What follows belongs to an exercise in optimizing a design on an open flow for small area, a short achievable clock period and few clock cycles per item; a production flow would make more cautious choices. In this exercise RTL edits were held to simulation tests only and were not proved equivalent to the original. Power is estimated from default activity; no workload was simulated.

[flow/run.sh]
#!/bin/bash
# synth_recipe.tcl (not shown) runs the flow's synth.tcl, then flattens the netlist and writes it again
# the make line also repeats each setting of config.mk as NAME=value (left out here)
make -C /OpenROAD-flow-scripts/flow DESIGN_CONFIG=/design/flow/config.mk WORK_HOME=/design/flow/orfs CLKGATE_MAP_FILE= SYNTH_SCRIPT=/design/flow/synth_recipe.tcl finish
[flow/config.mk]
export PLATFORM = sky130hd
export DESIGN_NAME = process_priority_queue
export DESIGN_NICKNAME = process_priority_queue
export VERILOG_FILES = /design/flow/design.v
export SDC_FILE = /design/flow/constraint.sdc
export NUM_CORES = 4
export LEC_CHECK = 0
export ABC_CLOCK_PERIOD_IN_PS = 3000
export CAP_MARGIN = 20
export CORE_MARGIN = 2
export CORE_UTILIZATION = 40
export SETUP_SLACK_MARGIN = 4.0
export SLEW_MARGIN = 20
[flow/constraint.sdc]
create_clock -name core_clock -period 7.0 [get_ports {clock}]
set_input_delay 1.4000 -clock core_clock [delete_from_list [all_inputs] [get_ports {clock}]]
set_output_delay 1.4000 -clock core_clock [all_outputs]
set_load 0.01 [all_outputs]
[flow/design.v]
package ppq_pkg;
   typedef struct packed {
      logic [15:0] id;
      logic [15:0] arrival;
      logic [15:0] burst;
      logic [7:0]  prio;
   } rec_type;
   typedef enum logic [1:0] {
      FUNC_INSERT = 2'd0,
      FUNC_APPEND = 2'd1,
      FUNC_POP    = 2'd2,
      FUNC_REMOVE = 2'd3
   } func_type;
   typedef enum logic [1:0] {
      STATUS_OK        = 2'd0,
      STATUS_EMPTY     = 2'd1,
      STATUS_NOT_FOUND = 2'd2,
      STATUS_FULL      = 2'd3
   } status_type;
   typedef enum logic [1:0] {
      CMP_PRIO = 2'd0,
      CMP_ID   = 2'd1,
      CMP_ANY  = 2'd2
   } cmp_mode_type;
endpackage
module ppq_cmp (
   input  ppq_pkg::cmp_mode_type mode,
   input  ppq_pkg::rec_type      entry,
   input  ppq_pkg::rec_type      key,
   output logic                  hit
);
   always_comb begin
      case (mode)
         ppq_pkg::CMP_PRIO: hit = (entry.prio >= key.prio);
         ppq_pkg::CMP_ID:   hit = (entry.id == key.id);
         ppq_pkg::CMP_ANY:  hit = 1'b1;
         default:           hit = 1'b0;
      endcase
   end
endmodule
module ppq_ram #(
   parameter int WIDTH = 56,
   parameter int DEPTH = 16
) (
   input  logic                     clock,
   input  logic                     wr_en,
   input  logic [$clog2(DEPTH)-1:0] wr_addr,
   input  logic [WIDTH-1:0]         wr_data,
   input  logic [$clog2(DEPTH)-1:0] rd_addr,
   output logic [WIDTH-1:0]         rd_data
);
   logic [WIDTH-1:0] mem [DEPTH];
   logic [WIDTH-1:0] rd_data_ff;
   always_ff @(posedge clock) begin
      if (wr_en) begin
         mem[wr_addr] <= wr_data;
      end
      rd_data_ff <= mem[rd_addr];
   end
   assign rd_data = rd_data_ff;
endmodule
module process_priority_queue #(
   parameter int QUEUE_DEPTH = 16
) (
   input  logic            clock,
   input  logic            reset,
   input  logic            req_valid,
   output logic            req_ready,
   input  logic [1:0]      req_func,
   input  logic [15:0]     req_proc_id,
   input  logic [15:0]     req_arrival,
   input  logic [15:0]     req_burst,
   input  logic [7:0]      req_prio,
   output logic            rsp_valid,
   input  logic            rsp_ready,
   output logic [1:0]      rsp_status,
   output logic [15:0]     rsp_out_id,
   output logic [15:0]     rsp_out_arrival,
   output logic [15:0]     rsp_out_burst,
   output logic [7:0]      rsp_out_prio,
   output logic [4:0]      rsp_occupancy
);
   localparam int N  = QUEUE_DEPTH;
   localparam int CW = $clog2(QUEUE_DEPTH + 1);
   localparam int RW = 56;   
   logic [RW-1:0]     slot_ff [N];
   logic [N-1:0]      v_ff;              
   logic [N-1:0]      ord_ff [N];        
   logic [CW-1:0]     cnt_ff;
   logic              a_valid_ff;
   logic [1:0]        a_func_ff;
   logic [RW-1:0]     a_rec_ff;
   logic [N-1:0]      c_ff;              
   logic              b_valid_ff;        
   logic [1:0]        b_func_ff;
   logic [RW-1:0]     b_rec_ff;
   logic              p_valid_ff;
   logic [1:0]        p_st_ff;
   logic [CW-1:0]     p_occ_ff;
   logic [N-1:0]      p_sel_ff;          
   logic              r_valid_ff;
   logic [1:0]        r_st_ff;
   logic [CW-1:0]     r_occ_ff;
   logic [RW-1:0]     r_rec_ff;
   logic [RW-1:0]     req_rec;
   assign req_rec = {req_proc_id, req_arrival, req_burst, req_prio};
   logic r_free, p_free, exec, a_free, accept;
   logic [1:0]    in_func;
   logic [RW-1:0] in_rec;
   assign r_free    = !r_valid_ff || rsp_ready;
   assign p_free    = !p_valid_ff || r_free;
   assign exec      = a_valid_ff && p_free;
   assign a_free    = !a_valid_ff || p_free;
   assign req_ready = !b_valid_ff;
   assign accept    = req_valid && !b_valid_ff;
   assign in_func   = b_valid_ff ? b_func_ff : req_func;
   assign in_rec    = b_valid_ff ? b_rec_ff : req_rec;
   logic              f_put;
   logic              full, empty;
   logic [N-1:0]      hit, hb, first, aoa, alloc;
   logic              found, do_ins, do_rem;
   assign f_put = !a_func_ff[1];
   assign full  = cnt_ff[CW-1];
   assign empty = (cnt_ff == '0);
   logic [N-1:0] ahead [N];
   always_comb begin
      for (int t = 0; t < N; t++)
         for (int s = 0; s < N; s++)
            ahead[t][s] = (t < s) ? ord_ff[t][s] : (t > s) ? !ord_ff[s][t] : 1'b0;
   end
   always_comb begin
      for (int s = 0; s < N; s++)
         hit[s] = v_ff[s] && c_ff[s];
      for (int s = 0; s < N; s++) begin
         hb[s] = 1'b0;
         for (int t = 0; t < N; t++)
            hb[s] = hb[s] | (hit[t] & ahead[t][s]);
         first[s] = hit[s] & !hb[s];
         aoa[s]   = hit[s] | hb[s];
      end
      for (int s = 0; s < N; s++) begin
         alloc[s] = !v_ff[s];
         for (int t = 0; t < s; t++)
            if (!v_ff[t]) alloc[s] = 1'b0;
      end
   end
   assign found  = |hit;
   assign do_ins = exec && f_put && !full;
   assign do_rem = exec && !f_put && found;
   logic [1:0]    ex_st;
   logic [N-1:0]  ex_sel;
   logic [CW-1:0] ex_occ;
   always_comb begin
      if (f_put) begin
         ex_st  = full ? ppq_pkg::STATUS_FULL : ppq_pkg::STATUS_OK;
         ex_sel = full ? '0 : alloc;
         ex_occ = full ? cnt_ff : cnt_ff + CW'(1);
      end else begin
         ex_st  = empty ? ppq_pkg::STATUS_EMPTY :
                  !found ? ppq_pkg::STATUS_NOT_FOUND : ppq_pkg::STATUS_OK;
         ex_sel = first;
         ex_occ = found ? cnt_ff - CW'(1) : cnt_ff;
      end
   end
   logic          req_is_ins, req_is_app, req_is_pop;
   logic [N-1:0]  cmp_s, c_next;
   logic          cmp_a;
   assign req_is_ins = (in_func == ppq_pkg::FUNC_INSERT);
   assign req_is_app = (in_func == ppq_pkg::FUNC_APPEND);
   assign req_is_pop = (in_func == ppq_pkg::FUNC_POP);
   always_comb begin
      for (int s = 0; s < N; s++)
         cmp_s[s] = req_is_ins ? (slot_ff[s][7:0] >= in_rec[7:0])
                               : (slot_ff[s][55:40] == in_rec[55:40]);
      cmp_a = req_is_ins ? (a_rec_ff[7:0] >= in_rec[7:0])
                         : (a_rec_ff[55:40] == in_rec[55:40]);
      for (int s = 0; s < N; s++)
         c_next[s] = req_is_pop || (!req_is_app &&
                     ((do_ins && alloc[s]) ? cmp_a : cmp_s[s]));
   end
   logic [RW-1:0] rd_rec;
   always_comb begin
      rd_rec = '0;
      for (int s = 0; s < N; s++)
         rd_rec = rd_rec | ({RW{p_sel_ff[s]}} & slot_ff[s]);
   end
   always_ff @(posedge clock) begin
      if (reset) begin
         a_valid_ff <= 1'b0;
         b_valid_ff <= 1'b0;
         p_valid_ff <= 1'b0;
         r_valid_ff <= 1'b0;
         v_ff       <= '0;
         cnt_ff     <= '0;
      end else begin
         if (a_free) begin
            a_valid_ff <= b_valid_ff || accept;
            b_valid_ff <= 1'b0;
         end else if (accept) begin
            b_valid_ff <= 1'b1;
         end
         if (p_free)    p_valid_ff <= exec;
         if (r_free)    r_valid_ff <= p_valid_ff;
         if (do_ins) begin
            v_ff   <= v_ff | alloc;
            cnt_ff <= cnt_ff + CW'(1);
         end else if (do_rem) begin
            v_ff   <= v_ff & ~first;
            cnt_ff <= cnt_ff - CW'(1);
         end
      end
   end
   always_ff @(posedge clock) begin
      if (a_free) begin
         a_func_ff <= in_func;
         a_rec_ff  <= in_rec;
         c_ff      <= c_next;
      end
      if (!b_valid_ff) begin
         b_func_ff <= req_func;
         b_rec_ff  <= req_rec;
      end
      for (int s = 0; s < N; s++) begin
         if (do_ins && alloc[s]) slot_ff[s] <= a_rec_ff;
      end
      for (int s = 0; s < N; s++) begin
         for (int t = s + 1; t < N; t++) begin
            if (do_ins && alloc[s])      ord_ff[s][t] <= aoa[t];
            else if (do_ins && alloc[t]) ord_ff[s][t] <= !aoa[s];
         end
      end
      if (p_free) begin
         p_st_ff  <= ex_st;
         p_occ_ff <= ex_occ;
         p_sel_ff <= ex_sel;
      end
      if (r_free) begin
         r_st_ff  <= p_st_ff;
         r_occ_ff <= p_occ_ff;
         r_rec_ff <= rd_rec;
      end
   end
   assign rsp_valid       = r_valid_ff;
   assign rsp_status      = r_st_ff;
   assign rsp_out_id      = r_rec_ff[55:40];
   assign rsp_out_arrival = r_rec_ff[39:24];
   assign rsp_out_burst   = r_rec_ff[23:8];
   assign rsp_out_prio    = r_rec_ff[7:0];
   assign rsp_occupancy   = r_occ_ff;
endmodule
==> reports/qor.yml, run 1 <==
logic_synthesis:
  synth_area_leaders: "edfxtp_1 67%, xnor2_1 4.3%, a221oi_1 3.8%, a22o_1 3.8%, ha_1 3.3%"
  synth_edf_count: 1175
  synthFlopType: "edfxtp_1"
  synthCells: 3480
  ys_warn_count: 4
  yosysUniqueCellTypes: 68
  netlist_top_cells_count: "1175 x edfxtp_1, 258 x xnor2_1, 230 x a221oi_1"
  synth_seq_cells: 1258
  yosysTopAreaCellShare_pct: 66.9
  synth.net_count: 3681
  yosysMostFrequentCell: "edfxtp_1"
  synth_area_um2: 52800
  avgSynthCellArea_um2: 15.2
  ys_seq_area_share_pct: 70.0
  synthArstFlopShare_pct: 0
  synth_largest_area_cell: "edfxtp_1"
setup_path:
  startpoint: "req_proc_id[14]"
  worstPathArrival_ns: 3.67
  cp.required_ns: 7.61
  critPathCaptureType: "register"
  startpoint_type: "input port"
  path_max_fanout: 4
  timing.rr.start: "b_valid_ff$_SDFFE_PP0P_"
  crit_type: "input port to register"
  reg2reg_depth: 11
power:
  ir_drop_mv: 0.264
  seqPwrFrac_pct: 50.6
  p_int_mw: 13.0
  p_sw_mw: 3.74
  p_comb_share_pct: 5.3
  power.share.clock_pct: 44.1
  power_density_nw_per_um2: 259
  swShare_pct: 22.4
  design_power_total_mw: 16.7
  power_leakage_nw: 22.2
floorplan:
  coreArea_um2: 131000
  start_util_pct: 40.2
  dieArea_um2: 135000
  die_x_um: 367
  die_y_um: 367
  num_rows: 133
  pin_count: 127
sta:
  tightest_slew_ns: 1.24
  final_hold_viol_count: 0
  tns_ns: 0
  skew_ns: 0.0340
  slew_headroom_pct: 17.1
  setup_viol: 0
  fmax_mhz: 327
  finalCritPeriodShare_pct: 43.7
  min_period_ns: 3.06
  holdWs_ns: 0.418
  rsz0062_at_grt: "true"
  setup_ws_ns: 3.94
  maxSlewViolCount: 0
grt:
  grt_pass1_wl_mm: 262
  gr-total-overflow: 0
  antenna_found_initial: 4
  grt_pass1_vias: 34700
  grt_max_degree: 59
  grtUsageTotal_pct: 27.1
layout:
  fin_cells: 5691
  post-route-cell-area_um2: 64700
  drive_above_1_share_pct: 21.8
  final_util_pct: 49.4
  final_nets: 4027
  syn_to_final_growth_pct: 22.7
  n_fill_cell: 11200
status:
  status: "timing/DRC/antenna clean"
placed_design:
  io_buffers: 126
  dpl-instance-area_um2: 56700
  place_congestion: 0.977
  dp_slack_ns: 1.71
  dp_hpwl_mm: 105
  dp_cells: 5224
min_path:
  hold_depth: 0
  hp-start: "p_occ_ff[4]$_DFFE_PN_"
  hp-class: "register to register"
cts:
  clk_pin_slew_worst_paths_ns: 0.06
  root_buffer: "clkbuf_16"
  htree_levels: 4
  insertion_delay_ns: 0.79
  cts_inserted_buffers: 136
  cts_tree: "done"
  cts_hold_buffers: 0
  clk_path_buf_depth: 3
  cts.sinks: 1258
run:
  timing.max_cap.violations: 0
drt:
  drtIter0Drc: 5403
  wl_mm: 189
  viasPerCell: 6.35
  firstDrtPassIters: 6
  final_antenna_net_count: 0
  detail_route.wl_per_cell_um: 33.1
  num_vias: 36200
  post-route-drc-count: 0
[kinds of logic (layout without fill, tap and decap cells)]
| logic type | after synthesis | in the layout | synth area share [%] |
|---|---|---|---|
| mux | 59 | 61 | 1.22 |
| buf+inv | 294 | 738 | 2.37 |
| simple gates | 557 | 566 | 5.36 |
| xor+xnor | 280 | 280 | 4.65 |
| compound gates | 893 | 893 | 13.1 |
| other cells | 0 | 1 | 0 |
| fa+ha+maj | 139 | 139 | 3.30 |
| flops | 1258 | 1258 | 70.0 |
[worst paths after layout]
kind	endpoint	slack, ns
max	c_ff[0]$_DFFE_PP_	3.94
min	r_occ_ff[4]$_DFFE_PP_	0.42
max reg2reg	c_ff[1]$_DFFE_PP_	3.97
min reg2reg	r_occ_ff[4]$_DFFE_PP_	0.42
[power by group through the flow]
stage,clock [mW],sequential [mW],combinational (mW)
floorplan,0,8.59,0.395
global placement,0,8.63,0.746
detailed placement,0,8.63,0.748
CTS,7.43,8.47,0.846
global route,7.72,8.49,0.933
finish,7.37,8.47,0.886
[repair_timing]
item                                   4_1_cts  5_1_grt
endpoints found under the hold margin        0        0
setup endpoints to repair                 1241      442
cloned                                      29        5
buffers inserted                           153       32
gates resized for setup                    315       75
pin swaps                                   59       45
[registers in the layout (all words and copies together) (netlist names)]
name	cells
b_valid_ff	1
r_occ_ff	5
b_func_ff	2
r_rec_ff	56
a_rec_ff	56
a_func_ff	1
r_st_ff	2
p_occ_ff	5
ord_ff	120
c_ff	16
cnt_ff	5
a_valid_ff	1
p_st_ff	2
p_sel_ff	16
r_valid_ff	1
v_ff	16
slot_ff	896
p_valid_ff	1
b_rec_ff	56
[final cells by class]
class	instances	area (um^2)	share of cell area [%]
Clock inverter	67	782	1.21
Timing Repair inverter	3	26.3	0.0406
Antenna cell	1	2.50	0.00387
Tap cell	1755	2200	3.39
Multi-Input combinational cell	1939	16100	24.9
Timing Repair Buffer	421	4510	6.97
Inverter	67	350	0.541
Clock buffer	180	3770	5.83
Sequential cell	1258	37000	57.1
[critical path: stages]
cell           delay (ns)
dlygate4sd2_1        0.26
mux2i_4              0.30
bufbuf_16            0.33
xnor2_1              0.06
nor4_1               0.46
nand4_1              0.31
o31ai_1              0.31
a21oi_1              0.08
a211oi_2             0.16
[cell usage in the layout, fill, tap and decap left out, types with 20 or more instances in the layout]
cell type and count:
a211oi_2 31, a21o_1 35, a21oi_1 39, a221oi_1 230
a22o_1 229, a22oi_1 23, buf_12 40, buf_4 195
buf_6 26, clkbuf_1 28, clkbuf_16 144, clkdlybuf4s50_1 37
clkinv_2 22, clkinvlp_4 22, dfxtp_1 78, dlygate4sd2_1 81
edfxtp_1 1175, ha_1 131, inv_1 49, mux2_2 33
nand2_1 101, nand2_2 81, nand2b_1 23, nand4_1 98
nor2_1 71, nor3_1 20, nor4_1 28, nor4_2 23
o21ai_0 96, o21ai_1 36, o22ai_1 40, xnor2_1 251
xor2_1 22
[routing by layer]
metal  vias up  share of wire [%]  track usage [%]
li1      14700                  -                -
met1     18400                 39             37.4
met2      2546                 45             41.6
met3       516                 11             5.96
met4         2                4.9             11.3
met5         -             0.0069                0
Testbench counts, summed over its fixed seeds: cycles 9,624, items 9,600.
==> run 2: changes to the inputs <==
--- a/flow/design.v
+++ b/flow/design.v
@@ -95,12 +95,17 @@
    logic [1:0]        b_func_ff;
    logic [RW-1:0]     b_rec_ff;
+   logic [N-1:0]      b_c_ff;            
+   logic              b_ca_ff;           
    logic              p_valid_ff;
    logic [1:0]        p_st_ff;
    logic [CW-1:0]     p_occ_ff;
    logic [N-1:0]      p_sel_ff;          
+   localparam int OW = 1 + 2 + CW + RW;
    logic              r_valid_ff;
    logic [1:0]        r_st_ff;
    logic [CW-1:0]     r_occ_ff;
    logic [RW-1:0]     r_rec_ff;
+   logic [OW-1:0]     r_cur, r_new, r_next;
+   logic              req_ready_ff;
    logic [RW-1:0]     req_rec;
    assign req_rec = {req_proc_id, req_arrival, req_burst, req_prio};
@@ -112,5 +117,5 @@
    assign exec      = a_valid_ff && p_free;
    assign a_free    = !a_valid_ff || p_free;
-   assign req_ready = !b_valid_ff;
+   assign req_ready = req_ready_ff;
    assign accept    = req_valid && !b_valid_ff;
    assign in_func   = b_valid_ff ? b_func_ff : req_func;
@@ -119,4 +124,6 @@
    logic              full, empty;
    logic [N-1:0]      hit, hb, first, aoa, alloc;
+   logic [N-1:0]      alloc_ff;          
+   logic [N-1:0]      next_free;         
    logic              found, do_ins, do_rem;
    assign f_put = !a_func_ff[1];
@@ -140,9 +147,10 @@
       end
       for (int s = 0; s < N; s++) begin
-         alloc[s] = !v_ff[s];
+         next_free[s] = !v_ff[s] && !alloc_ff[s];
          for (int t = 0; t < s; t++)
-            if (!v_ff[t]) alloc[s] = 1'b0;
-      end
-   end
+            if (!v_ff[t] && !alloc_ff[t]) next_free[s] = 1'b0;
+      end
+   end
+   assign alloc  = alloc_ff;
    assign found  = |hit;
    assign do_ins = exec && f_put && !full;
@@ -166,16 +174,28 @@
    logic [N-1:0]  cmp_s, c_next;
    logic          cmp_a;
-   assign req_is_ins = (in_func == ppq_pkg::FUNC_INSERT);
-   assign req_is_app = (in_func == ppq_pkg::FUNC_APPEND);
-   assign req_is_pop = (in_func == ppq_pkg::FUNC_POP);
-   always_comb begin
-      for (int s = 0; s < N; s++)
-         cmp_s[s] = req_is_ins ? (slot_ff[s][7:0] >= in_rec[7:0])
-                               : (slot_ff[s][55:40] == in_rec[55:40]);
-      cmp_a = req_is_ins ? (a_rec_ff[7:0] >= in_rec[7:0])
-                         : (a_rec_ff[55:40] == in_rec[55:40]);
-      for (int s = 0; s < N; s++)
-         c_next[s] = req_is_pop || (!req_is_app &&
-                     ((do_ins && alloc[s]) ? cmp_a : cmp_s[s]));
+   logic [N:0]    ge;                
+   logic [RW-1:0] cmp_rec [N+1];
+   assign req_is_ins = (req_func == ppq_pkg::FUNC_INSERT);
+   assign req_is_app = (req_func == ppq_pkg::FUNC_APPEND);
+   assign req_is_pop = (req_func == ppq_pkg::FUNC_POP);
+   always_comb begin
+      for (int s = 0; s < N; s++) cmp_rec[s] = slot_ff[s];
+      cmp_rec[N] = a_rec_ff;
+      for (int s = 0; s <= N; s++) begin
+         ge[s] = 1'b1;
+         for (int i = 0; i < 8; i++)
+            ge[s] = (cmp_rec[s][i] & !req_prio[i]) |
+                    (!(cmp_rec[s][i] ^ req_prio[i]) & ge[s]);
+      end
+   end
+   always_comb begin
+      for (int s = 0; s < N; s++)
+         cmp_s[s] = req_is_pop || (!req_is_app &&
+                    (req_is_ins ? ge[s] : (slot_ff[s][55:40] == req_proc_id)));
+      cmp_a  = req_is_pop || (!req_is_app &&
+               (req_is_ins ? ge[N] : (a_rec_ff[55:40] == req_proc_id)));
+      for (int s = 0; s < N; s++)
+         c_next[s] = (do_ins && alloc[s]) ? (b_valid_ff ? b_ca_ff : cmp_a)
+                                          : (b_valid_ff ? b_c_ff[s] : cmp_s[s]);
    end
    logic [RW-1:0] rd_rec;
@@ -189,23 +209,27 @@
          a_valid_ff <= 1'b0;
          b_valid_ff <= 1'b0;
+         req_ready_ff <= 1'b1;
          p_valid_ff <= 1'b0;
-         r_valid_ff <= 1'b0;
          v_ff       <= '0;
          cnt_ff     <= '0;
+         alloc_ff   <= N'(1);
       end else begin
          if (a_free) begin
             a_valid_ff <= b_valid_ff || accept;
             b_valid_ff <= 1'b0;
+            req_ready_ff <= 1'b1;
          end else if (accept) begin
             b_valid_ff <= 1'b1;
+            req_ready_ff <= 1'b0;
          end
          if (p_free)    p_valid_ff <= exec;
-         if (r_free)    r_valid_ff <= p_valid_ff;
          if (do_ins) begin
-            v_ff   <= v_ff | alloc;
-            cnt_ff <= cnt_ff + CW'(1);
+            v_ff     <= v_ff | alloc;
+            cnt_ff   <= cnt_ff + CW'(1);
+            alloc_ff <= next_free;
          end else if (do_rem) begin
             v_ff   <= v_ff & ~first;
             cnt_ff <= cnt_ff - CW'(1);
+            if (full) alloc_ff <= first;
          end
       end
@@ -220,4 +244,6 @@
          b_func_ff <= req_func;
          b_rec_ff  <= req_rec;
+         b_c_ff    <= cmp_s;
+         b_ca_ff   <= cmp_a;
       end
       for (int s = 0; s < N; s++) begin
@@ -235,9 +261,10 @@
          p_sel_ff <= ex_sel;
       end
-      if (r_free) begin
-         r_st_ff  <= p_st_ff;
-         r_occ_ff <= p_occ_ff;
-         r_rec_ff <= rd_rec;
-      end
+      {r_valid_ff, r_st_ff, r_occ_ff, r_rec_ff} <= r_next;
+   end
+   assign r_cur  = {r_valid_ff, r_st_ff, r_occ_ff, r_rec_ff};
+   assign r_new  = {p_valid_ff, p_st_ff, p_occ_ff, rd_rec};
+   always_comb begin
+      r_next = reset ? '0 : r_free ? r_new : r_cur;
    end
    assign rsp_valid       = r_valid_ff;
--- a/flow/config.mk
+++ b/flow/config.mk
@@ -6,8 +6,10 @@
 export NUM_CORES = 4
 export LEC_CHECK = 0
-export ABC_CLOCK_PERIOD_IN_PS = 3000
+export ABC_CLOCK_PERIOD_IN_PS = 2700
 export CAP_MARGIN = 20
 export CORE_MARGIN = 2
-export CORE_UTILIZATION = 40
-export SETUP_SLACK_MARGIN = 4.0
+export CORE_UTILIZATION = 50
+export CTS_CLUSTER_DIAMETER = 100
+export CTS_CLUSTER_SIZE = 20
+export SETUP_SLACK_MARGIN = 4.35
 export SLEW_MARGIN = 20
==> run 2 against run 1 <==
Compared with the run above:
- still clean on timing, DRC and antenna
- clock-buffer cell count down 56
- power down 11%
- synthesized area increased by 3.1%
- global-route usage up 7.4 points
- critical path depth rose by 1
- flip-flop and latch count grew 33
- clock power fell by 37%
- routed wire length grew 4.7%
- combinational power increased by 63%
- synthesized cell count rose by 12%
- largest cell class unchanged
- largest power group unchanged
==> reports/qor.yml, run 2 <==
sta:
  rsz0062_at_grt: "true"
  fmax_mhz: 359  # +9.6%
  min_period_ns: 2.79  # -0.268 ns
  finalCritPeriodShare_pct: 39.8  # -3.8 points
  final_hold_viol_count: 0  # unchanged
  tightest_slew_ns: 1.07  # -0.173 ns
  maxSlewViolCount: 0  # unchanged
  setup_viol: 0  # unchanged
  slew_headroom_pct: 28.7  # +12 points
  skew_ns: 0.0402  # +0.00616 ns
  tns_ns: 0  # unchanged
grt:
  grtUsageTotal_pct: 34.6  # +7.4 points
  antenna_found_initial: 4  # unchanged
  grt_max_degree: 64  # +8.5%
  gr-total-overflow: 0  # unchanged
  grt_pass1_vias: 36900  # +6.2%
  grt_pass1_wl_mm: 275  # +4.8%
min_path:
  hp-start: "r_occ_ff[0]$_SDFFE_PP0P_"
  min_to: "r_occ_ff[0]$_SDFFE_PP0P_"
  hold_depth: 2  # +2
  hp-class: "register to register"
power:
  power_leakage_nw: 22.4  # +1.1%
  design_power_total_mw: 14.8  # -11%
  p_comb_share_pct: 9.7  # +4.4 points
  power.share.clock_pct: 31.5  # -13 points
  p_int_mw: 11.2  # -14%
  ir_drop_mv: 0.187  # -29%
  swShare_pct: 24.7  # +2.4 points
  power_density_nw_per_um2: 229  # -12%
  p_sw_mw: 3.67  # -2.0%
  seqPwrFrac_pct: 58.8  # +8.2 points
cts:
  clk_path_buf_depth: 3  # unchanged
  root_buffer: "clkbuf_16"
  htree_levels: 3  # -1
  cts_inserted_buffers: 74  # -46%
  insertion_delay_ns: 0.71  # -0.08 ns
  cts.sinks: 1291  # +2.6%
  clk_pin_slew_worst_paths_ns: 0.09  # +0.03 ns
  cts_tree: "done"
  cts_hold_buffers: 0  # unchanged
drt:
  drtIter0Drc: 5975  # +11%
  wl_mm: 197  # +4.7%
  final_antenna_net_count: 0  # unchanged
  firstDrtPassIters: 8  # +2
  viasPerCell: 6.86  # +8.0%
  post-route-drc-count: 0  # unchanged
  num_vias: 38800  # +7.4%
  detail_route.wl_per_cell_um: 34.9  # +5.4%
setup_path:
  cp_slowest_cell: "nand4_1"
  crit_buf_inv: 5  # +3
  critPathCaptureType: "register"
  crit_family: "simple AND/OR/NAND/NOR gates"
  crit_type: "input port to register"
  startpoint_type: "input port"
  cp.required_ns: 7.53  # -0.08 ns
  reg2reg_depth: 5  # -6
  path_max_fanout: 6  # +2
  reg2reg_slack_ns: 4.28  # +0.31 ns
  crit_chain: "buf_6, buf_12, buf_8, buf_4, xor2_1, nor3_2, nand4_1, nor3_4, inv_1, a221oi_2"
  worstPathArrival_ns: 3.31  # -0.36 ns
  slowest_delay_ns: 0.35  # -0.11 ns
  r2r_end: "r_rec_ff[46]$_SDFFE_PP0P_"
  timing.rr.start: "p_sel_ff[12]$_DFFE_PN_"
logic_synthesis:
  ys_seq_area_share_pct: 68.3  # -1.8 points
  yosysUniqueCellTypes: 78  # +15%
  synth_largest_area_cell: "edfxtp_1"
  yosysMostFrequentCell: "edfxtp_1"
  synth.net_count: 4069  # +11%
  synth_edf_count: 1128  # -4.0%
  avgSynthCellArea_um2: 14.0  # -7.6%
  synth_seq_cells: 1291  # +2.6%
  synthSimpleGateAreaFrac_pct: 8.40  # +3.0 points
  synth.area.mux_share_pct: 1.03  # -0.19 points
  synthArstFlopShare_pct: 0  # unchanged
  synthCells: 3885  # +12%
  yosysTopAreaCellShare_pct: 62.3  # -4.6 points
  synth_area_leaders: "edfxtp_1 62%, dfxtp_1 6.0%, xor2_1 3.8%, a22oi_1 3.4%, ha_1 2.8%"
  ys_warn_count: 5  # +1
  synth_top_family_by_area: "compound AO/OA/AOI/OAI gates"
  synth_area_um2: 54400  # +3.1%
  yosys.area_share.adder_pct: 2.81  # -0.49 points
  netlist_top_cells_count: "1128 x edfxtp_1, 254 x nand2_1, 247 x a22oi_1"
  synth_xor_xnor_area_share_pct: 4.48  # -0.17 points
  synthFlopType: "edfxtp_1"
  synth_compound_area_share_pct: 12.6  # -0.44 points
layout:
  final_nets: 4370  # +8.5%
  drive_above_1_share_pct: 22.3  # +0.57 points
  syn_to_final_growth_pct: 19.1
  largest-register: "slot_ff"
  largest_registers: "slot_ff: 896 flops, ord_ff: 120 flops"
  largest_register_ff_count: 896  # unchanged
  layout_commonest_cell: "edfxtp_1"
  most-common-layout-cells: "1128 x edfxtp_1, 237 x a22oi_1, 228 x nand2_1, 220 x buf_4, 216 x xor2_1"
placed_design:
  place_congestion: 0.985  # +0.76%
  io_buffers: 126  # unchanged
  dp_hpwl_mm: 109  # +3.6%
run:
  timing.max_cap.violations: 0  # unchanged
status:
  status: "timing/DRC/antenna clean"
floorplan:
  dieArea_um2: 111000  # -17%
  die_x_um: 334  # -9.1%
  num_rows: 121  # -9.0%
  die_y_um: 334  # -9.1%
  pin_count: 127  # unchanged
  coreArea_um2: 108000  # -17%
  start_util_pct: 50.2  # +10 points
==> run 2: cell types whose count changed in the layout (fill, tap and decap cells not counted), sizes merged, moves of 56 or more <==
cell,delta
nand2,+75
a22oi,+222
dlygate4sd2,-81
dfxtp,+80
a221oi,-164
buf,+134
a22o,-161
nand3,+176
xnor2,-213
nor2,+70
nand4,-58
xor2,+211
clkbuf,-56
nor3,+72
==> run 2: cell type report <==
type | instances | area, um^2
inverters | 41 | 259
clock inverters | 8 | 131
repair buffers | 473 | 5070
clock buffers | 124 | 2060
repair inverters | 9 | 71.3
well taps | 1414 | 1770
diodes | 1 | 2.50
fillers | 8468 | 43600
multi-input cells | 2296 | 18200
flip-flops and latches | 1291 | 37200
==> run 2: logic make-up (layout without fill, tap and decap cells) <==
kind of cell               Yosys count  count (layout)
DFF                               1291            1291
AOI/OAI and AO/OA                  937             937
muxes                               50              50
adders and majority gates          122             122
xor gates and xnor gates           278             278
and+or+nand+nor                    902             909
buffers and inverters              305             655
other                                0               1
==> run 2: worst max-delay path by stage <==
stage	end	from	cells after the start
finish	b_c_ff[4]$_DFFE_PN_	req_proc_id[10]	10
global route	c_ff[10]$_DFFE_PP_	req_prio[2]	11
CTS	c_ff[10]$_DFFE_PP_	req_prio[1]	10
detailed placement	slot_ff[12][28]$_DFFE_PP_	rsp_ready	6
global placement	slot_ff[12][12]$_DFFE_PP_	rsp_ready	6
floorplan	c_ff[6]$_DFFE_PP_	rsp_ready	8
==> run 2: what timing repair did <==
item	in CTS	in global routing
endpoints found under the setup margin	1395	594
cloned	38	5
buffers inserted	161	49
gates resized for setup	774	147
pin swaps	89	78
==> run 2: through the flow <==
stage / setup WS, ns / cells / hold slack, ns / util (%) / instance area (um^2)
global route: 4.20 / 5656 / 0.468 / 59.8 / 64800
floorplan: 3.19 / 3885 / 0.419 / - / 55300
detailed placement: 1.49 / 5271 / 0.447 / 53.3 / 57800
CTS: 4.23 / 5602 / 0.454 / 58.7 / 63600
global placement: 1.56 / 5271 / 0.440 / 53.3 / 57700
finish: 4.21 / 5657 / 0.449 / 59.8 / 64800
==> run 2: metal layers <==
metal  vias up  part of all wire (%)  global-route usage (%)
met5         -                 0.013                       0
met4         4                   5.2                    14.8
met3       517                    12                    7.54
met2      2737                    44                    52.8
met1     19700                    39                    48.0
li1      15900                     -                       -
==> run 2: worst reg2reg max path, cell delays in order, from the launching register on <==
cell and delay [ns]:
edfxtp_1 0.62, buf_4 0.45, a22oi_1 0.33, nand4_1 0.29, a2111oi_1 0.76, nor3_1 0.11
==> run 2: power by group through the flow <==
stage	clock network [mW]	logic, mW	registers [mW]
floorplan	0	0.638	8.83
global placement	0	1.16	8.89
detailed placement	0	1.17	8.89
CTS	4.69	1.33	8.72
global route	4.93	1.51	8.74
finish	4.66	1.44	8.71
Testbench counts of run 2, summed over its fixed seeds: cycles 9,624, items 9,600.
==> run 3: changes to the inputs <==
--- a/flow/config.mk
+++ b/flow/config.mk
@@ -6,5 +6,5 @@
 export NUM_CORES = 4
 export LEC_CHECK = 0
-export ABC_CLOCK_PERIOD_IN_PS = 2700
+export ABC_CLOCK_PERIOD_IN_PS = 2800
 export CAP_MARGIN = 20
 export CORE_MARGIN = 2
@@ -12,4 +12,4 @@
 export CTS_CLUSTER_DIAMETER = 100
 export CTS_CLUSTER_SIZE = 20
-export SETUP_SLACK_MARGIN = 4.35
+export SETUP_SLACK_MARGIN = 4.2
 export SLEW_MARGIN = 20
==> run 3 against run 2 <==
Compared with the run above:
- synthesized cell count did not move
- largest power group unchanged
- combinational power fell by 6%
- die area did not move
==> reports/qor.yml, run 3 <==
layout:
  layout_commonest_cell: "edfxtp_1"
  multiInputGateArea_um2: 17600  # -3.2%
  largest_registers: "slot_ff: 896 flops, ord_ff: 120 flops"
  seqCellArea_um2: 37100  # -0.16%
  largest_register_ff_count: 896  # unchanged
  n_fill_cell: 8629  # +1.9%
  largest-register: "slot_ff"
  final_nets: 4312  # -1.3%
  post-route-cell-area_um2: 63500  # -2.1%
  most-common-layout-cells: "1128 x edfxtp_1, 242 x a22oi_1, 233 x nand2_1, 222 x xor2_1, 205 x buf_4"
  drive_above_1_share_pct: 17.0  # -5.3 points
  diodes: 0  # -1
  syn_to_final_growth_pct: 16.7
logic_synthesis:
  synth_area_leaders: "edfxtp_1 62%, dfxtp_1 6.0%, xor2_1 3.8%, a22oi_1 3.4%, ha_1 2.8%"
  yosysTopAreaCellShare_pct: 62.3  # unchanged
  synth.net_count: 4069  # unchanged
  avgSynthCellArea_um2: 14.0  # unchanged
  ys_warn_count: 5  # unchanged
  yosysUniqueCellTypes: 78  # unchanged
  synthFlopType: "edfxtp_1"
  netlist_top_cells_count: "1128 x edfxtp_1, 254 x nand2_1, 247 x a22oi_1"
  yosysMostFrequentCell: "edfxtp_1"
  ys_seq_area_share_pct: 68.3  # unchanged
  synth_largest_area_cell: "edfxtp_1"
  synthCells: 3885  # unchanged
  synthArstFlopShare_pct: 0  # unchanged
  synth_edf_count: 1128  # unchanged
  synth_area_um2: 54400  # unchanged
  synth_seq_cells: 1291  # unchanged
sta:
  holdWs_ns: 0.455  # +0.00598 ns
  min_period_ns: 2.85  # +0.0600 ns
  slew_headroom_pct: 28.0  # -0.69 points
  setup_viol: 0  # unchanged
  fmax_mhz: 351  # -2.1%
  maxSlewViolCount: 0  # unchanged
  tns_ns: 0  # unchanged
  finalCritPeriodShare_pct: 40.7  # +0.86 points
  skew_ns: 0.0368  # -0.00338 ns
  rsz0062_at_grt: "true"
  final_hold_viol_count: 0  # unchanged
  tightest_slew_ns: 1.08  # +0.0104 ns
floorplan:
  dieArea_um2: 111000  # unchanged
  pin_count: 127  # unchanged
  num_rows: 121  # unchanged
  die_y_um: 334  # unchanged
  start_util_pct: 50.2  # unchanged
  die_x_um: 334  # unchanged
  coreArea_um2: 108000  # unchanged
drt:
  final_antenna_net_count: 0  # unchanged
  viasPerCell: 6.81  # -0.72%
  wl_mm: 193  # -2.4%
  drtIter0Drc: 5800  # -2.9%
  firstDrtPassIters: 9  # +1
  detail_route.wl_per_cell_um: 34.4  # -1.5%
  num_vias: 38200  # -1.7%
  post-route-drc-count: 0  # unchanged
power:
  ir_drop_mv: 0.238  # +27%
  power_density_nw_per_um2: 233  # +1.9%
  power_leakage_nw: 22.0  # -1.9%
setup_path:
  cp.depth: 9  # -1
  path_max_fanout: 6  # unchanged
  crit_buf_inv: 4  # -1
  slowest_delay_ns: 0.46  # +0.11 ns
  crit_chain: "buf_2, buf_12, buf_4, xor2_2, nor4_4, nand4_1, nor3_4, inv_1, a221oi_2"
  cp_slowest_cell: "nor4_4"
  startpoint_type: "input port"
  reg2reg_depth: 6  # +1
  worstPathArrival_ns: 3.37  # +0.06 ns
  critPathCaptureType: "register"
  crit_type: "input port to register"
  crit_family: "simple AND/OR/NAND/NOR gates"
  cp.required_ns: 7.52  # about the same
grt:
  grt_pass1_vias: 36100  # -2.0%
  grtUsageTotal_pct: 33.8  # -0.78 points
  grt_max_degree: 64  # unchanged
  antenna_found_initial: 2  # -2
  grt_pass1_wl_mm: 269  # -2.1%
  gr-total-overflow: 0  # unchanged
cts:
  insertion_delay_ns: 0.69  # -0.02 ns
  cts_inserted_buffers: 75  # +1.4%
  cts.sinks: 1291  # unchanged
  root_buffer: "clkbuf_16"
  clk_pin_slew_worst_paths_ns: 0.09  # about the same
  htree_levels: 3  # unchanged
  cts_tree: "done"
  clk_path_buf_depth: 3  # unchanged
placed_design:
  io_buffers: 126  # unchanged
  dp_hpwl_mm: 110  # +1.0%
  dpl-instance-area_um2: 57700  # -0.10%
  place_congestion: 0.980  # -0.48%
run:
  timing.max_cap.violations: 0  # unchanged
min_path:
  hp-class: "register to register"
  hold_depth: 2  # unchanged
status:
  status: "timing/DRC/antenna clean"
run 3: power breakdown:
group,leakage [nW],internal [mW],switching [mW]
registers,11.6,8.53,0.175
clock network,1.06,2.12,2.60
logic,9.31,0.517,0.846
total,22.0,11.2,3.62
run 3: what timing repair did:
item,in CTS,in global routing
setup buffers,132,27
gates cloned,27,3
gates resized for setup,405,109
hold endpoints to repair,0,0
setup endpoints to repair,1374,430
pin swaps,43,52
hold buffers,0,0
run 3: tightest hold or removal path, delay by kind of cell (launching register included):
family | cells | cell delay (ns)
compound gates | 1 | 0.05
flops | 1 | 0.31
simple gates | 1 | 0.05
run 3: worst paths after layout:
check | start | end | slack, ns
worst max register to register | c_ff[10]$_DFFE_PP_ | alloc_ff[4]$_SDFFE_PP0P_ | 4.18
worst max-delay path | req_proc_id[6] | b_c_ff[8]$_DFFE_PN_ | 4.15
worst min-delay path | r_occ_ff[3]$_SDFFE_PP0P_ | r_occ_ff[3]$_SDFFE_PP0P_ | 0.45
worst min register to register | r_occ_ff[3]$_SDFFE_PP0P_ | r_occ_ff[3]$_SDFFE_PP0P_ | 0.45
run 3: metal layers:
layer	global-route usage [%]	vias to the layer above	wire, um
met5	0	-	24
met4	12.4	4	8590
met3	7.12	435	22100
met2	51.5	2602	85700
met1	48.0	19300	76200
li1	-	15800	-
run 3: cells by family (layout without fill, tap and decap cells):
| family | count (synthesis) | after routing | share of synthesized area, % |
|---|---|---|---|
| AND/OR/NAND/NOR | 902 | 910 | 8.40 |
| buffers and inverters | 305 | 600 | 2.39 |
| AO/OA/AOI/OAI | 937 | 937 | 12.6 |
| XOR/XNOR | 278 | 278 | 4.48 |
| multiplexers | 50 | 50 | 1.03 |
| flip-flops | 1291 | 1291 | 68.3 |
| adder cells (fa/ha/maj) | 122 | 122 | 2.81 |
run 3: layout make-up:
cell class                 count  share of cell area (%)
sequential                  1291                    58.5
multi-input combinational   2297                    27.8
timing repair buffer         417                    6.94
clock buffer                 130                    3.33
tap                         1414                    2.79
inverter                      41                   0.392
clock inverter                 7                   0.175
timing repair inverter         5                  0.0611
run 3: stage by stage:
step                      power, mW  utilization [%]  setup WS (ns)  cells
after floorplan                9.46                -           3.19   3885
after CTS                      14.7             57.9           4.08   5571
after global routing           15.1             58.6           4.13   5602
after detailed placement       10.0             53.2           1.66   5275
final                          14.8             58.6           4.15   5602
after global placement         10.0             53.2           1.66   5275
==> run 4: changes to the inputs <==
--- a/flow/config.mk
+++ b/flow/config.mk
@@ -6,10 +6,10 @@
 export NUM_CORES = 4
 export LEC_CHECK = 0
-export ABC_CLOCK_PERIOD_IN_PS = 2800
+export ABC_CLOCK_PERIOD_IN_PS = 2700
 export CAP_MARGIN = 20
 export CORE_MARGIN = 2
-export CORE_UTILIZATION = 50
+export CORE_UTILIZATION = 60
 export CTS_CLUSTER_DIAMETER = 100
 export CTS_CLUSTER_SIZE = 20
-export SETUP_SLACK_MARGIN = 4.2
+export SETUP_SLACK_MARGIN = 4.3
 export SLEW_MARGIN = 20
==> run 4 against run 3 <==
Compared with the run above:
- still clean on timing, DRC and antenna
- clock-buffer cell count shrank 1
- register-to-register slack gained 0.03 ns
- non-clock buffer count grew 44
- clock power shrank 2%
- flip-flop and latch count is the same
- critical path type unchanged
- largest power group unchanged
==> reports/qor.yml, run 4 <==
floorplan:
  die_x_um: 305  # -8.6%
  num_rows: 110  # -9.1%
  coreArea_um2: 89900  # -17%
  dieArea_um2: 93100  # -16%
  die_y_um: 305  # -8.6%
  pin_count: 127  # unchanged
  start_util_pct: 60.5  # +10 points
layout:
  drive_above_1_share_pct: 21.4  # +4.4 points
  layout_commonest_cell: "edfxtp_1"
  fin_cells: 5414  # -3.4%
  largest-register: "slot_ff"
  syn_to_final_growth_pct: 18.7
  largest_registers: "slot_ff: 896 flops, ord_ff: 120 flops"
  n_fill_cell: 5721  # -34%
  final_nets: 4354  # +0.97%
  most-common-layout-cells: "1128 x edfxtp_1, 239 x a22oi_1, 230 x nand2_1, 223 x buf_4, 209 x xor2_1"
  seqCellArea_um2: 37200  # about the same
  largest_register_ff_count: 896  # unchanged
  final_util_pct: 71.9  # +13 points
  multiInputGateArea_um2: 18400  # +4.1%
grt:
  grt_pass1_vias: 38500  # +6.5%
  grt_pass1_wl_mm: 277  # +2.9%
  grt_max_degree: 65  # +1.6%
  antenna_found_initial: 7  # +5
  grtUsageTotal_pct: 41.6  # +7.8 points
  gr-total-overflow: 0  # unchanged
setup_path:
  crit_buf_inv: 6  # +2
  worstPathArrival_ns: 3.42  # +0.05 ns
  path_common_cell: "buf_4"
  slowest_delay_ns: 0.26  # -0.20 ns
  crit_type: "input port to register"
  startpoint_type: "input port"
  critPathCaptureType: "register"
  cp_slowest_cell: "o41ai_4"
  crit_family: "buffers and inverters"
  path_max_fanout: 6  # unchanged
  crit_chain: "buf_6, buf_12, buf_4, buf_4, buf_4, xnor2_1, nand4_1, o41ai_4, buf_4, nand4_1, a22oi_2"
  cp.required_ns: 7.53  # about the same
sta:
  final_hold_viol_count: 0  # unchanged
  setup_viol: 0  # unchanged
  skew_ns: 0.0486  # +0.0118 ns
  slew_headroom_pct: 19.2  # -8.8 points
  tns_ns: 0  # unchanged
  rsz0062_at_grt: "true"
  tightest_slew_ns: 1.21  # +0.132 ns
  finalCritPeriodShare_pct: 41.2  # +0.55 points
  min_period_ns: 2.89  # +0.0386 ns
  maxSlewViolCount: 0  # unchanged
  fmax_mhz: 346  # -1.3%
logic_synthesis:
  synth_seq_cells: 1291  # unchanged
  yosysUniqueCellTypes: 78  # unchanged
  ys_seq_area_share_pct: 68.3  # unchanged
  synth_edf_count: 1128  # unchanged
  synthFlopType: "edfxtp_1"
  synth_area_leaders: "edfxtp_1 62%, dfxtp_1 6.0%, xor2_1 3.8%, a22oi_1 3.4%, ha_1 2.8%"
  ys_warn_count: 5  # unchanged
  synthCells: 3885  # unchanged
  yosysMostFrequentCell: "edfxtp_1"
  synth.net_count: 4069  # unchanged
  synthArstFlopShare_pct: 0  # unchanged
  synth_area_um2: 54400  # unchanged
  netlist_top_cells_count: "1128 x edfxtp_1, 254 x nand2_1, 247 x a22oi_1"
  avgSynthCellArea_um2: 14.0  # unchanged
  yosysTopAreaCellShare_pct: 62.3  # unchanged
  synth_largest_area_cell: "edfxtp_1"
power:
  power_density_nw_per_um2: 229  # -1.5%
  ir_drop_mv: 0.297  # +25%
  power_leakage_nw: 22.3  # +1.5%
drt:
  wl_mm: 198  # +2.7%
  firstDrtPassIters: 9  # unchanged
  final_antenna_net_count: 0  # unchanged
  viasPerCell: 7.38  # +8.3%
  drtIter0Drc: 7274  # +25%
  num_vias: 39900  # +4.6%
  post-route-drc-count: 0  # unchanged
  detail_route.wl_per_cell_um: 36.5  # +6.3%
status:
  status: "timing/DRC/antenna clean"
run:
  timing.max_cap.violations: 0  # unchanged
cts:
  cts_tree: "done"
  clk_path_buf_depth: 3  # unchanged
  htree_levels: 3  # unchanged
  cts_hold_buffers: 0  # unchanged
  insertion_delay_ns: 0.73  # +0.04 ns
  root_buffer: "clkbuf_16"
  cts.sinks: 1291  # unchanged
  cts_inserted_buffers: 74  # -1.3%
  clk_pin_slew_worst_paths_ns: 0.09  # about the same
placed_design:
  dp_hpwl_mm: 111  # +0.86%
  place_congestion: 1.06  # +8.1%
  dp_cells: 5034  # -4.6%
  io_buffers: 126  # unchanged
min_path:
  hp-class: "register to register"
run 4: cell counts after synthesis:
No cell type changed its count.
run 4: cells by family (layout without fill, tap and decap cells):
logic type / count (synthesis) / count (layout) / synth area share [%]
buffers and inverters: 305 / 645 / 2.39
flip-flops: 1291 / 1291 / 68.3
multiplexers: 50 / 50 / 1.03
AND/OR/NAND/NOR: 902 / 908 / 8.40
XOR/XNOR: 278 / 278 / 4.48
other: 0 / 7 / 0
adder cells (fa/ha/maj): 122 / 122 / 2.81
AO/OA/AOI/OAI: 937 / 937 / 12.6
run 4: final cells by class:
type                       count  share of cell area (%)
multi-input combinational   2295                    28.4
inverter                      41                   0.397
antenna                        7                  0.0271
clock buffer                 129                    3.19
tap                         1176                    2.28
timing repair inverter         6                  0.0717
clock inverter                 8                   0.209
sequential                  1291                    57.6
timing repair buffer         461                    7.84
run 4: path summary, 6_finish.rpt:
kind,startpoint,cells after the start,slack [ns],end
worst max-delay path,req_proc_id[10],11,4.11,c_ff[1]$_DFFE_PP_
worst min-delay path,r_st_ff[1]$_SDFFE_PP0P_,2,0.45,r_st_ff[1]$_SDFFE_PP0P_
worst max register to register,p_sel_ff[1]$_DFFE_PN_,7,4.21,r_rec_ff[2]$_SDFFE_PP0P_
worst min register to register,r_st_ff[1]$_SDFFE_PP0P_,2,0.45,r_st_ff[1]$_SDFFE_PP0P_
run 4: worst register-to-register path: cells and delay by family (launching register included):
kind,cells,cell delay [ns]
AND/OR/NAND/NOR,2,0.23
flip-flops,1,0.39
AO/OA/AOI/OAI,3,1.26
buffers and inverters,2,0.78
run 4: stage by stage:
stage | total power [mW] | worst slack [ns] | cell area [um^2] | hold slack, ns
final | 14.8 | 4.11 | 64600 | 0.454
after global routing | 15.1 | 4.16 | 64600 | 0.468
after CTS | 14.7 | 4.25 | 63400 | 0.456
after detailed placement | 10.0 | 1.97 | 57400 | 0.445
after global placement | 10.0 | 1.99 | 57400 | 0.437
after floorplan | 9.47 | 3.19 | 55300 | 0.419
run 4: where the power goes:
group          switching, mW  total [mW]  internal [mW]
clock network           2.60        4.64           2.05
registers              0.177        8.71           8.54
logic                  0.899        1.46          0.562
run 4: repair_timing:
action                                  in CTS  in global routing
resized for setup                          634                190
endpoints found under the setup margin    1356                710
pin swaps                                   79                 66
cloned                                      29                  6
buffers inserted                           158                 43
run 4: routing by layer:
metal	track usage [%]	share of wire (%)
met4	21.8	6.0
met2	61.6	44
met1	56.4	35
met5	0	0
met3	11.6	15
==> run 5: changes to the inputs <==
--- a/flow/design.v
+++ b/flow/design.v
@@ -99,5 +99,4 @@
    logic              p_valid_ff;
    logic [1:0]        p_st_ff;
-   logic [CW-1:0]     p_occ_ff;
    logic [N-1:0]      p_sel_ff;          
    localparam int OW = 1 + 2 + CW + RW;
@@ -158,15 +157,12 @@
    logic [1:0]    ex_st;
    logic [N-1:0]  ex_sel;
-   logic [CW-1:0] ex_occ;
    always_comb begin
       if (f_put) begin
          ex_st  = full ? ppq_pkg::STATUS_FULL : ppq_pkg::STATUS_OK;
          ex_sel = full ? '0 : alloc;
-         ex_occ = full ? cnt_ff : cnt_ff + CW'(1);
       end else begin
          ex_st  = empty ? ppq_pkg::STATUS_EMPTY :
                   !found ? ppq_pkg::STATUS_NOT_FOUND : ppq_pkg::STATUS_OK;
          ex_sel = first;
-         ex_occ = found ? cnt_ff - CW'(1) : cnt_ff;
       end
    end
@@ -258,5 +254,4 @@
       if (p_free) begin
          p_st_ff  <= ex_st;
-         p_occ_ff <= ex_occ;
          p_sel_ff <= ex_sel;
       end
@@ -264,5 +259,5 @@
    end
    assign r_cur  = {r_valid_ff, r_st_ff, r_occ_ff, r_rec_ff};
-   assign r_new  = {p_valid_ff, p_st_ff, p_occ_ff, rd_rec};
+   assign r_new  = {p_valid_ff, p_st_ff, cnt_ff, rd_rec};
    always_comb begin
       r_next = reset ? '0 : r_free ? r_new : r_cur;
--- a/flow/config.mk
+++ b/flow/config.mk
@@ -9,5 +9,5 @@
 export CAP_MARGIN = 20
 export CORE_MARGIN = 2
-export CORE_UTILIZATION = 60
+export CORE_UTILIZATION = 45
 export CTS_CLUSTER_DIAMETER = 100
 export CTS_CLUSTER_SIZE = 20
==> run 5 against run 4 <==
Compared with the run above:
- global-route usage fell by 9.5 points
- register-to-register slack improved by 0.06 ns
- critical path type unchanged
- non-clock buffer count up 10
- highest routed layer unchanged
- synthesized cell count down 0.54%
- fmax up 2.7%
- routed wire length is 1.3% higher
==> reports/qor.yml, run 5 <==
status:
  status: "timing/DRC/antenna clean"
power:
  power_leakage_nw: 21.9  # -1.8%
  design_power_total_mw: 14.8  # about the same
  power_density_nw_per_um2: 229  # about the same
  ir_drop_mv: 0.190  # -36%
logic_synthesis:
  synth.area.mux_share_pct: 1.23  # +0.19 points
  synth_top_family_by_area: "compound AO/OA/AOI/OAI gates"
  ys_warn_count: 5  # unchanged
  synth_edf_count: 1123  # -0.44%
  synth_seq_cells: 1286  # -0.39%
  yosysMostFrequentCell: "edfxtp_1"
  synth_area_leaders: "edfxtp_1 62%, dfxtp_1 6.0%, a22oi_1 3.4%, ha_1 2.8%, xnor2_1 2.8%"
  yosysTopAreaCellShare_pct: 62.4  # +0.12 points
  synth_xor_xnor_area_share_pct: 4.46  # -0.020 points
  synth_compound_area_share_pct: 12.3  # -0.30 points
  synth_area_um2: 54100  # -0.63%
  synth_largest_area_cell: "edfxtp_1"
  synthSimpleGateAreaFrac_pct: 8.40  # about the same
  ys_seq_area_share_pct: 68.4  # +0.15 points
  synth.net_count: 4049  # -0.49%
  netlist_top_cells_count: "1123 x edfxtp_1, 246 x a22oi_1, 239 x nand2_1"
  yosysUniqueCellTypes: 80  # +2.6%
  avgSynthCellArea_um2: 14.0  # about the same
  synthArstFlopShare_pct: 0  # unchanged
  synthFlopType: "edfxtp_1"
  yosys.area_share.adder_pct: 2.86  # +0.055 points
  synthCells: 3864  # -0.54%
cts:
  cts_tree: "done"
  cts.sinks: 1286  # -0.39%
  insertion_delay_ns: 0.71  # -0.02 ns
  root_buffer: "clkbuf_16"
  clk_path_buf_depth: 3  # unchanged
  cts_hold_buffers: 0  # unchanged
  clk_pin_slew_worst_paths_ns: 0.09  # about the same
  htree_levels: 3  # unchanged
  cts_inserted_buffers: 75  # +1.4%
layout:
  largest_register_ff_count: 896  # unchanged
  n_fill_cell: 10000  # +76%
  syn_to_final_growth_pct: 19.5
  layout_commonest_cell: "edfxtp_1"
  most-common-layout-cells: "1123 x edfxtp_1, 245 x a22oi_1, 220 x buf_4, 217 x nand2_1, 186 x o21ai_0"
  post-route-cell-area_um2: 64600  # about the same
  fin_cells: 5834  # +7.8%
  diodes: 0  # -7
  final_nets: 4349  # -0.11%
  largest-register: "slot_ff"
  drive_above_1_share_pct: 21.9  # +0.47 points
  largest_registers: "slot_ff: 896 flops, ord_ff: 120 flops"
run:
  timing.max_cap.violations: 0  # unchanged
setup_path:
  cp_slowest_cell: "o41ai_4"
  worstPathArrival_ns: 3.34  # -0.08 ns
  cp.required_ns: 7.53  # about the same
  startpoint_type: "input port"
  crit_end: "c_ff[4]$_DFFE_PP_"
  reg2reg_slack_ns: 4.27  # +0.06 ns
  startpoint: "req_proc_id[15]"
  timing.rr.start: "v_ff[5]$_SDFFE_PP0P_"
  crit_chain: "buf_6, buf_12, buf_4, xnor2_2, nand4_1, o41ai_4, a311oi_1, a221oi_1"
  slowest_delay_ns: 0.46  # +0.20 ns
  critPathCaptureType: "register"
  reg2reg_depth: 6  # -1
  crit_type: "input port to register"
  r2r_end: "ord_ff[2][14]$_DFFE_PP_"
  path_max_fanout: 8  # +2
min_path:
  hp-class: "register to register"
floorplan:
  num_rows: 127  # +15%
  pin_count: 127  # unchanged
  dieArea_um2: 123000  # +32%
  start_util_pct: 45.2  # -15 points
  coreArea_um2: 119000  # +33%
  die_y_um: 351  # +15%
  die_x_um: 351  # +15%
grt:
  gr-total-overflow: 0  # unchanged
  grt_pass1_wl_mm: 278  # +0.47%
  grt_max_degree: 65  # unchanged
  grtUsageTotal_pct: 32.1  # -9.5 points
  antenna_found_initial: 1  # -6
  grt_pass1_vias: 36400  # -5.3%
drt:
  drtIter0Drc: 6186  # -15%
  detail_route.wl_per_cell_um: 34.3  # -6.0%
  post-route-drc-count: 0  # unchanged
  final_antenna_net_count: 0  # unchanged
  firstDrtPassIters: 8  # -1
  viasPerCell: 6.62  # -10%
  num_vias: 38600  # -3.4%
  wl_mm: 200  # +1.3%
sta:
  min_period_ns: 2.81  # -0.0758 ns
  maxSlewViolCount: 0  # unchanged
  skew_ns: 0.0396  # -0.00898 ns
  fmax_mhz: 356  # +2.7%
  rsz0062_at_grt: "true"
  finalCritPeriodShare_pct: 40.2  # -1.1 points
  tightest_slew_ns: 1.03  # -0.185 ns
  slew_headroom_pct: 31.5  # +12 points
  final_hold_viol_count: 0  # unchanged
  tns_ns: 0  # unchanged
  setup_viol: 0  # unchanged
placed_design:
  dp_cells: 5458  # +8.4%
  place_congestion: 0.972  # -8.3%
  dp_hpwl_mm: 114  # +2.7%
  dpl-instance-area_um2: 57900  # +0.90%
  io_buffers: 126  # unchanged
[run 5: logic make-up (layout without fill, tap and decap cells)]
family / Yosys count / count (layout)
DFF: 1286 / 1286
AOI/OAI and AO/OA: 919 / 919
buffers and inverters: 298 / 653
xor gates and xnor gates: 275 / 275
muxes: 60 / 60
adders and majority gates: 123 / 123
and+or+nand+nor: 903 / 906
[run 5: cell type report]
| class | count | area, um^2 | share of cell area, % |
|---|---|---|---|
| clock buffer | 126 | 2070 | 3.20 |
| clock inverter | 9 | 156 | 0.242 |
| inverter | 35 | 249 | 0.385 |
| multi-input combinational | 2283 | 17900 | 27.7 |
| sequential | 1286 | 37000 | 57.3 |
| tap | 1612 | 2020 | 3.12 |
| timing repair buffer | 471 | 5110 | 7.90 |
| timing repair inverter | 12 | 108 | 0.167 |
[run 5: power breakdown]
group / total, mW / switching [mW] / leakage (nW) / internal (mW)
Combinational: 1.43 / 0.867 / 9.34 / 0.565
Clock: 4.72 / 2.64 / 1.06 / 2.08
Sequential: 8.67 / 0.173 / 11.5 / 8.50
[run 5: worst max-delay path, delay by kind of cell]
family / cells / cell delay (ns)
compound gates: 3 / 0.85
xor+xnor: 1 / 0.35
buf+inv: 3 / 0.40
simple gates: 1 / 0.31
[run 5: through the flow]
stage / setup WS, ns / utilization [%] / hold WS [ns]
2_1_floorplan: 2.72 / - / 0.431
3_3_place_gp: 1.50 / 48.5 / 0.439
3_5_place_dp: 1.52 / 48.5 / 0.443
4_1_cts: 4.17 / 53.4 / 0.456
5_1_grt: 4.16 / 54.1 / 0.474
6_report: 4.19 / 54.1 / 0.452
[run 5: worst min-delay path by stage]
stage	startpoint	endpoint	slack, ns	cells past startpoint
6_report	r_st_ff[1]$_SDFFE_PP0P_	r_st_ff[1]$_SDFFE_PP0P_	0.45	2
5_1_grt	r_occ_ff[0]$_SDFFE_PP0P_	r_occ_ff[0]$_SDFFE_PP0P_	0.47	2
4_1_cts	r_occ_ff[2]$_SDFFE_PP0P_	r_occ_ff[2]$_SDFFE_PP0P_	0.46	2
3_5_place_dp	r_occ_ff[2]$_SDFFE_PP0P_	r_occ_ff[2]$_SDFFE_PP0P_	0.44	2
3_3_place_gp	r_st_ff[1]$_SDFFE_PP0P_	r_st_ff[1]$_SDFFE_PP0P_	0.44	2
2_1_floorplan	b_rec_ff[1]$_DFF_P_	b_rec_ff[1]$_DFF_P_	0.43	2
[run 5: timing repair]
| action | 4_1_cts | 5_1_grt |
|---|---|---|
| pin swaps | 86 | 71 |
| endpoints found under the setup margin | 1360 | 368 |
| gates cloned | 31 | 3 |
| buffers inserted | 165 | 42 |
| resized for setup | 689 | 154 |
[run 5: metal layers]
layer  vias up  share of wire, %  track usage, %
li1      15800                 -               -
met4         0               5.6            14.6
met5         -                 0               0
met1     19600                38            44.4
met3       523                11            6.02
met2      2611                45            49.3
Testbench counts of run 5, summed over its fixed seeds: cycles 9,624, items 9,600.
==> run 6: changes to the inputs <==
--- a/flow/config.mk
+++ b/flow/config.mk
@@ -6,10 +6,10 @@
 export NUM_CORES = 4
 export LEC_CHECK = 0
-export ABC_CLOCK_PERIOD_IN_PS = 2700
+export ABC_CLOCK_PERIOD_IN_PS = 2800
 export CAP_MARGIN = 20
 export CORE_MARGIN = 2
-export CORE_UTILIZATION = 45
+export CORE_UTILIZATION = 50
 export CTS_CLUSTER_DIAMETER = 100
 export CTS_CLUSTER_SIZE = 20
-export SETUP_SLACK_MARGIN = 4.3
+export SETUP_SLACK_MARGIN = 4.2
 export SLEW_MARGIN = 20
==> run 6 against run 5 <==
Compared with the run above:
- still clean
- power fell by 0.34%
- combinational power barely moved
- clock power is 1% lower
==> reports/qor.yml, run 6 <==
status:
  status: "timing/DRC/antenna clean"
floorplan:
  die_y_um: 333  # -5.1%
  coreArea_um2: 107000  # -10%
  pin_count: 127  # unchanged
  die_x_um: 333  # -5.1%
  start_util_pct: 50.4  # +5.2 points
  num_rows: 120  # -5.5%
  dieArea_um2: 111000  # -9.9%
logic_synthesis:
  yosysTopAreaCellShare_pct: 62.4  # unchanged
  synthArstFlopShare_pct: 0  # unchanged
  synth_largest_area_cell: "edfxtp_1"
  synthFlopType: "edfxtp_1"
  synth_seq_cells: 1286  # unchanged
  netlist_top_cells_count: "1123 x edfxtp_1, 246 x a22oi_1, 239 x nand2_1"
  synth.net_count: 4049  # unchanged
  ys_seq_area_share_pct: 68.4  # unchanged
  synthCells: 3864  # unchanged
  synth_edf_count: 1123  # unchanged
  ys_warn_count: 5  # unchanged
  yosysUniqueCellTypes: 80  # unchanged
  avgSynthCellArea_um2: 14.0  # unchanged
  yosysMostFrequentCell: "edfxtp_1"
  synth_area_um2: 54100  # unchanged
  synth_area_leaders: "edfxtp_1 62%, dfxtp_1 6.0%, a22oi_1 3.4%, ha_1 2.8%, xnor2_1 2.8%"
drt:
  viasPerCell: 6.84  # +3.4%
  num_vias: 38600  # -0.062%
  wl_mm: 199  # -0.76%
  drtIter0Drc: 6277  # +1.5%
  firstDrtPassIters: 8  # unchanged
  final_antenna_net_count: 0  # unchanged
  post-route-drc-count: 0  # unchanged
  detail_route.wl_per_cell_um: 35.3  # +2.6%
setup_path:
  crit_type: "input port to register"
  critPathCaptureType: "register"
  reg2reg_depth: 5  # -1
  cp_slowest_cell: "nand4_1"
  reg2reg_slack_ns: 4.23  # -0.04 ns
  timing.rr.start: "p_sel_ff[14]$_DFFE_PN_"
  crit_chain: "buf_2, buf_12, buf_4, xnor2_1, nand4_1, nor4_2, and3_2, o221ai_1, o22ai_2"
  r2r_end: "r_rec_ff[4]$_SDFFE_PP0P_"
  path_max_fanout: 5  # -3
  startpoint_type: "input port"
  worstPathArrival_ns: 3.51  # +0.17 ns
  slowest_delay_ns: 0.51  # +0.05 ns
  cp.required_ns: 7.57  # +0.04 ns
sta:
  fmax_mhz: 340  # -4.4%
  rsz0062_at_grt: "true"
  tns_ns: 0  # unchanged
  tightest_slew_ns: 1.12  # +0.0897 ns
  min_period_ns: 2.94  # +0.129 ns
  finalCritPeriodShare_pct: 42.0  # +1.8 points
  maxSlewViolCount: 0  # unchanged
  slew_headroom_pct: 25.5  # -6.0 points
  setup_viol: 0  # unchanged
  final_hold_viol_count: 0  # unchanged
  skew_ns: 0.0295  # -0.0101 ns
grt:
  gr-total-overflow: 0  # unchanged
  grtUsageTotal_pct: 35.3  # +3.2 points
  grt_pass1_vias: 36900  # +1.3%
  antenna_found_initial: 3  # +2
  grt_max_degree: 64  # -1.5%
  grt_pass1_wl_mm: 279  # +0.12%
min_path:
  hold_depth: 2  # unchanged
  hp-start: "r_occ_ff[4]$_SDFFE_PP0P_"
  min_to: "r_occ_ff[4]$_SDFFE_PP0P_"
  hp-class: "register to register"
placed_design:
  place_congestion: 1.00  # +3.2%
  dpl-instance-area_um2: 57700  # -0.49%
  dp_cells: 5256  # -3.7%
  dp_hpwl_mm: 113  # -1.2%
  io_buffers: 126  # unchanged
cts:
  cts_tree: "done"
  clk_pin_slew_worst_paths_ns: 0.09  # about the same
  cts_inserted_buffers: 74  # -1.3%
  insertion_delay_ns: 0.72  # about the same
  cts.sinks: 1286  # unchanged
  root_buffer: "clkbuf_16"
  htree_levels: 3  # unchanged
  clk_path_buf_depth: 3  # unchanged
  cts_hold_buffers: 0  # unchanged
power:
  power_leakage_nw: 22.0  # +0.48%
  power_density_nw_per_um2: 230  # +0.31%
  ir_drop_mv: 0.236  # +24%
layout:
  most-common-layout-cells: "1123 x edfxtp_1, 246 x a22oi_1, 245 x buf_4, 217 x nand2_1, 192 x o21ai_0"
  fin_cells: 5641  # -3.3%
  multiInputGateArea_um2: 17700  # -0.92%
  largest_register_ff_count: 896  # unchanged
  largest_registers: "slot_ff: 896 flops, ord_ff: 120 flops"
  final_util_pct: 59.9  # +5.8 points
  final_nets: 4360  # +0.25%
  layout_commonest_cell: "edfxtp_1"
  drive_above_1_share_pct: 18.6  # -3.3 points
  seqCellArea_um2: 37000  # -0.12%
  post-route-cell-area_um2: 64200  # -0.65%
  n_fill_cell: 8422  # -16%
  largest-register: "slot_ff"
  syn_to_final_growth_pct: 18.8
run:
  timing.max_cap.violations: 0  # unchanged
[run 6: cell counts after synthesis]
Identical to the previous run, type by type.
[run 6: layout make-up]
type                    count  share of cell area, %
well taps                1403                   2.73
clock inverters             7                  0.205
clock buffers             129                   3.21
diodes                      3                 0.0117
multi-input cells        2287                   27.6
inverters                  35                  0.386
flip-flops and latches   1286                   57.6
repair buffers            481                   8.10
repair inverters           10                  0.140
[run 6: stage by stage]
step           setup WS, ns  hold slack (ns)  power, mW
2_1_floorplan          2.72            0.431       9.43
3_3_place_gp           1.51            0.439       10.0
3_5_place_dp           1.46            0.445       10.0
4_1_cts                4.18            0.453       14.7
5_1_grt                4.11            0.475       15.1
6_report               4.06            0.450       14.8
[run 6: critical path, delay by kind of cell]
kind                   cells  cell delay, ns
XOR/XNOR                   1            0.25
buffers and inverters      3            0.39
AO/OA/AOI/OAI              2            0.27
AND/OR/NAND/NOR            3            1.19
[run 6: worst max-delay path by stage]
stage                           startpoint                         to  slack [ns]  depth (start not counted)
finish                      req_proc_id[6]          c_ff[2]$_DFFE_PP_        4.06                          9
global route        p_sel_ff[14]$_DFFE_PN_   r_rec_ff[4]$_SDFFE_PP0P_        4.11                          5
CTS                         req_proc_id[0]          c_ff[3]$_DFFE_PP_        4.18                          8
detailed placement               rsp_ready  slot_ff[11][43]$_DFFE_PP_        1.46                          7
global placement                 rsp_ready  slot_ff[11][33]$_DFFE_PP_        1.51                          7
floorplan                        rsp_ready         c_ff[12]$_DFFE_PP_        2.72                          8
[run 6: logic make-up (layout without fill, tap and decap cells)]
logic type	Yosys count	count (layout)	share of synthesized area [%]
AND/OR/NAND/NOR	903	910	8.40
adder cells (fa/ha/maj)	123	123	2.86
multiplexers	60	60	1.23
XOR/XNOR	275	275	4.46
buffers and inverters	298	662	2.30
flip-flops	1286	1286	68.4
other	0	3	0
AO/OA/AOI/OAI	919	919	12.3
[run 6: where the power goes]
part	switching, mW	internal (mW)	total (mW)	leakage [nW]
Clock	2.61	2.05	4.66	1.04
Combinational	0.865	0.575	1.44	9.48
Sequential	0.175	8.50	8.67	11.5
[run 6: timing repair]
action | CTS | global route
setup buffers | 171 | 39
resized for setup | 451 | 78
pin swaps | 75 | 49
endpoints found under the setup margin | 1397 | 368
gates cloned | 33 | 3
[run 6: metal layers]
layer  GRT usage [%]  vias to the layer above  wire, um
li1                -                    15800         -
met1            49.3                    19500     77700
met2            54.3                     2686     88900
met3            6.83                      514     21900
met4            15.0                        8     10300
met5               0                        -        53

## separate check: timing with driven ports
The results above use ideal ports. As a check the final layouts listed here were re-extracted and re-timed, cells and wires unchanged. Step 1: set_driving_cell puts a clkbuf_16 on clock and a buf_2 on each other input, an assumption about the parent block. Step 2 also shifts input and output timing later by t, the mid clock arrival at the registers, as if the neighbouring blocks saw the same clock. a / b / c = no drivers / after step 1 / after step 2; a / b = the first two.
run	t (ns)	setup WS [ns]	hold WS [ns]	slew at the worst register clock pin (ns)
run 1	0.849	3.943 / 3.967 / 3.146	0.418 / 0.418 / 0.418	0.07 / 0.07
run 2	0.770	4.211 / 4.257 / 3.486	0.449 / 0.449 / 0.449	0.10 / 0.10
run 3	0.746	4.151 / 4.177 / 3.446	0.455 / 0.455 / 0.455	0.10 / 0.10
run 4	0.776	4.113 / 4.153 / 3.377	0.454 / 0.454 / 0.454	0.10 / 0.10
run 5	0.772	4.188 / 4.227 / 3.455	0.452 / 0.452 / 0.452	0.10 / 0.10
run 6	0.776	4.060 / 4.114 / 3.337	0.450 / 0.450 / 0.450	0.10 / 0.10
After both steps setup and hold are still met in every run listed. The setup slack of run 1, which loses most, moves by +0.024 ns with the drivers and by -0.797 ns with both steps.
